Background: an optimization exercise with open tools, aiming at a short achievable clock period and few clock cycles per item. Do not read the settings as production practice.
In this exercise RTL edits were held to simulation tests only and were not proved equivalent to the original.
No activity file was given, so power comes from the tool's default toggle rates.

Setup of build 35:
==> flow/design.v (excerpt) <==
module rv_core_top (
	input  logic                         clk,
	input  logic                         i_rst_n,
	output logic                         o_wb_cyc,
	output logic                         o_wb_stb,
	output logic                         o_wb_we,
	output logic [rv_core_pkg::XLEN-1:0] o_wb_adr,
	output logic [rv_core_pkg::XLEN-1:0] o_wb_dat,
	input  logic [rv_core_pkg::XLEN-1:0] i_wb_dat,
	input  logic                         i_wb_ack
);
	localparam logic [6:0] OPC_RTYPE  = rv_core_pkg::OPC_RTYPE;
	localparam logic [6:0] OPC_ITYPE  = rv_core_pkg::OPC_ITYPE;
	localparam logic [6:0] OPC_LUI    = rv_core_pkg::OPC_LUI;
	localparam logic [6:0] OPC_LOAD   = rv_core_pkg::OPC_LOAD;
	localparam logic [6:0] OPC_STORE  = rv_core_pkg::OPC_STORE;
	localparam logic [6:0] OPC_BRANCH = rv_core_pkg::OPC_BRANCH;
	localparam logic [6:0] OPC_JAL    = rv_core_pkg::OPC_JAL;
	localparam logic [6:0] OPC_JALR   = rv_core_pkg::OPC_JALR;
	logic        stb_q;
	logic        we_q;
	logic        data_q;    
	logic        boot_q;    
	logic [31:0] adr_q;
	logic [31:0] dat_q;
	logic [31:0] rpc_q;     
	logic [4:0]  ld_rd_q;
	logic        ld_q;
	assign o_wb_cyc = stb_q;
	assign o_wb_stb = stb_q;
	assign o_wb_we  = we_q;
	assign o_wb_adr = adr_q;
	assign o_wb_dat = dat_q;
	logic        ack;       
	logic        f_ack;     
	logic        m_ack;     
	logic [31:0] f_ir;
	logic [6:0]  f_opc;
	logic [4:0]  f_rs1, f_rs2, f_rd;
	logic        f_seq, f_sub, f_useimm, f_fa, f_fb;
	logic [31:0] f_imm;
	logic [31:0] adr_p4;
	assign ack    = stb_q & i_wb_ack;
	assign f_ack  = ack & ~data_q;
	assign m_ack  = ack & data_q;
	assign f_ir   = i_wb_dat;
	assign f_opc  = f_ir[6:0];
  ...
Size in the first run: ~4300 cells after synthesis, roughly 64000 um^2 of cells after synthesis.
==> flow/config.mk <==
export PLATFORM = sky130hd
export DESIGN_NAME = rv_core_top
export DESIGN_NICKNAME = rv_core_top
export VERILOG_FILES = /design/flow/design.v
export SDC_FILE = /design/flow/constraint.sdc
export NUM_CORES = 4
export LEC_CHECK = 0
export ABC_CLOCK_PERIOD_IN_PS = 2500
export CAP_MARGIN = 20
export CORE_MARGIN = 2
export CORE_UTILIZATION = 45
export PLACE_DENSITY = 0.6
export SETUP_SLACK_MARGIN = 5
export SLEW_MARGIN = 20
export TNS_END_PERCENT = 100
==> flow/constraint.sdc <==
create_clock -name core_clock -period 8.0 [get_ports {clk}]
set_input_delay 1.6000 -clock core_clock [delete_from_list [all_inputs] [get_ports {clk}]]
set_output_delay 1.6000 -clock core_clock [all_outputs]
set_load 0.01 [all_outputs]
standard.sh (not shown) runs the stock make flow with config.mk's settings and CLKGATE_MAP_FILE= SYNTH_SCRIPT=/design/flow/synth_recipe.tcl, a recipe that flattens the netlist after the stock synthesis.
==> flow/flow/run.sh <==
#!/bin/bash
# The standard layout, with real buffers (not delay cells) on the ports.
set -euo pipefail
bash standard.sh "BUFFER_PORTS_ARGS=-buffer_cell sky130_fd_sc_hd__buf_4" finish > standard_make.log 2>&1
Testbench counts of build 35, summed over its fixed seeds: cycles 37,013, instrs 15,860.
#### Input delta (build 73 over build 35)
==> flow/run.sh (new file) <==
#!/bin/bash
# synth_recipe.tcl (not shown) runs the flow's synth.tcl, then flattens the netlist and writes it again
# the make line also repeats each setting of config.mk as NAME=value (left out here)
make -C /OpenROAD-flow-scripts/flow DESIGN_CONFIG=/design/flow/config.mk WORK_HOME=/design/flow/orfs CLKGATE_MAP_FILE= SYNTH_SCRIPT=/design/flow/synth_recipe.tcl finish
-- flow/config.mk --
<<< build 35, line 10
export CORE_MARGIN = 2
export CORE_UTILIZATION = 45
export PLACE_DENSITY = 0.6
export SETUP_SLACK_MARGIN = 5
>>> build 73, line 10
export CORE_MARGIN = 2
export CORE_UTILIZATION = 60
export PLACE_DENSITY = 0.75
export SETUP_SLACK_MARGIN = 5
removed: flow/flow/run.sh
removed: flow/standard.sh
Notes after the runs:
Build 73 against build 35: slack of the critical path lost 0.061 ns, routed length on met3 climbed 65%, part of the total power dissipated in sequential elements rose 0.4 points, share of power burned in combinational logic increased by 0.6 points relative to the old numbers. Compared with build 35, in build 73 cell area after placement moved down; final routed wirelength across all metal layers moved up; filler-free cell count of the finished design moved down; count of non-CTS inverters in the layout moved down.
### build 73 -> build 64
-- flow/config.mk --
<<< build 73, line 10
export CORE_MARGIN = 2
export CORE_UTILIZATION = 60
export PLACE_DENSITY = 0.75
export SETUP_SLACK_MARGIN = 5
>>> build 64, line 10
export CORE_MARGIN = 2
export CORE_UTILIZATION = 45
export PLACE_DENSITY = 0.6
export SETUP_SLACK_MARGIN = 5
Notes after the runs:
Diff build 73 -> build 64: met2 global-route usage saw a decrease, total nets after synthesis ~0 delta, number of vias after detailed routing went down by 3890.

Another version of the RTL of rv_core_top (not shown whole).
Size in the first run: ~4300 cells after synthesis, ~1400 flip-flops, roughly 100 I/O pins.
// rv_core_top
module rv_core_top (
	input  logic                         clk,
	input  logic                         i_rst_n,
	output logic                         o_wb_cyc,
	output logic                         o_wb_stb,
	output logic                         o_wb_we,
	output logic [rv_core_pkg::XLEN-1:0] o_wb_adr,
	output logic [rv_core_pkg::XLEN-1:0] o_wb_dat,
	input  logic [rv_core_pkg::XLEN-1:0] i_wb_dat,
	input  logic                         i_wb_ack
);
	localparam logic [6:0] OPC_RTYPE  = rv_core_pkg::OPC_RTYPE;
	localparam logic [6:0] OPC_ITYPE  = rv_core_pkg::OPC_ITYPE;
	localparam logic [6:0] OPC_LUI    = rv_core_pkg::OPC_LUI;
	localparam logic [6:0] OPC_LOAD   = rv_core_pkg::OPC_LOAD;
	localparam logic [6:0] OPC_STORE  = rv_core_pkg::OPC_STORE;
	localparam logic [6:0] OPC_BRANCH = rv_core_pkg::OPC_BRANCH;
	localparam logic [6:0] OPC_JAL    = rv_core_pkg::OPC_JAL;
	localparam logic [6:0] OPC_JALR   = rv_core_pkg::OPC_JALR;
	logic        stb_q;
	logic        we_q;
  ...
clock: 8.0 ns
lec_check: 0
abc_clock_period_in_ps: 2500
cap_margin: 20
core_margin: 2
core_utilization: 45
place_density: 0.6
setup_slack_margin: 5
slew_margin: 20
tns_end_percent: 100
==> flow/flow/run.sh <==
#!/bin/bash
# The standard layout, with real buffers (not delay cells) on the ports.
set -euo pipefail
bash standard.sh "BUFFER_PORTS_ARGS=-buffer_cell sky130_fd_sc_hd__buf_4" finish > standard_make.log 2>&1
Testbench counts at the start, summed over its fixed seeds: cycles 37,013, instrs 15,860.
Next try:
==> flow/run.sh (new file) <==
#!/bin/bash
# synth_recipe.tcl (not shown) runs the flow's synth.tcl, then flattens the netlist and writes it again
# the make line also repeats each setting of config.mk as NAME=value (left out here)
make -C /OpenROAD-flow-scripts/flow DESIGN_CONFIG=/design/flow/config.mk WORK_HOME=/design/flow/orfs CLKGATE_MAP_FILE= SYNTH_SCRIPT=/design/flow/synth_recipe.tcl finish
Settings changed: GPL_ROUTABILITY_DRIVEN from default to 0, PLACE_DENSITY 0.6 to 0.7.
removed: flow/flow/run.sh
removed: flow/standard.sh
Sequential share of layout area decreases by 0.64 points.
Clock power came out higher by a few percent.
Total power climbs slightly.
Worst setup slack got worse by 0.14 ns.
Clock skew stays flat.
Core utilization climbs by 0.83 points.
Next try:
Settings changed: GPL_ROUTABILITY_DRIVEN 0 to default, PLACE_DENSITY 0.7 to 0.6.
Outcome:
- The changed run ran to the end with no violations
- cell area fell by 0.60%
- maximum frequency rose by 3.6%
- clock skew fell by 0.0094 ns

-- afterwards: timing with drivers on the ports --
Ports are ideal in the flow. The routed layouts listed here were re-timed in OpenROAD. Step 1 assumes that a clkbuf_16 drives the clock port and a buf_2 every other input. Step 2 also shifts input and output timing later by t, the mid clock arrival at the registers, as if the neighbouring blocks saw the same clock. a / b / c = ideal / step 1 / step 2; a / b = the first two.
run	shift t [ns]	setup WS [ns]	worst slew at a driven data input, ns
build 35	0.864	4.604 / 4.407 / 3.543	0.50
build 73	0.859	4.543 / 4.010 / 3.151	0.73
build 64	0.877	4.649 / 4.258 / 3.381	0.60
the first run of note 2	0.857	4.709 / 4.248 / 3.391	0.64
the second run of note 2	0.869	4.565 / 4.369 / 3.500	0.39
the third run of note 2	0.877	4.683 / 4.120 / 3.243	0.80
After both steps setup and hold are still met in every run listed. The setup slack of the third run of note 2, which loses most, moves by -0.563 ns with the drivers and by -1.440 ns with both steps.
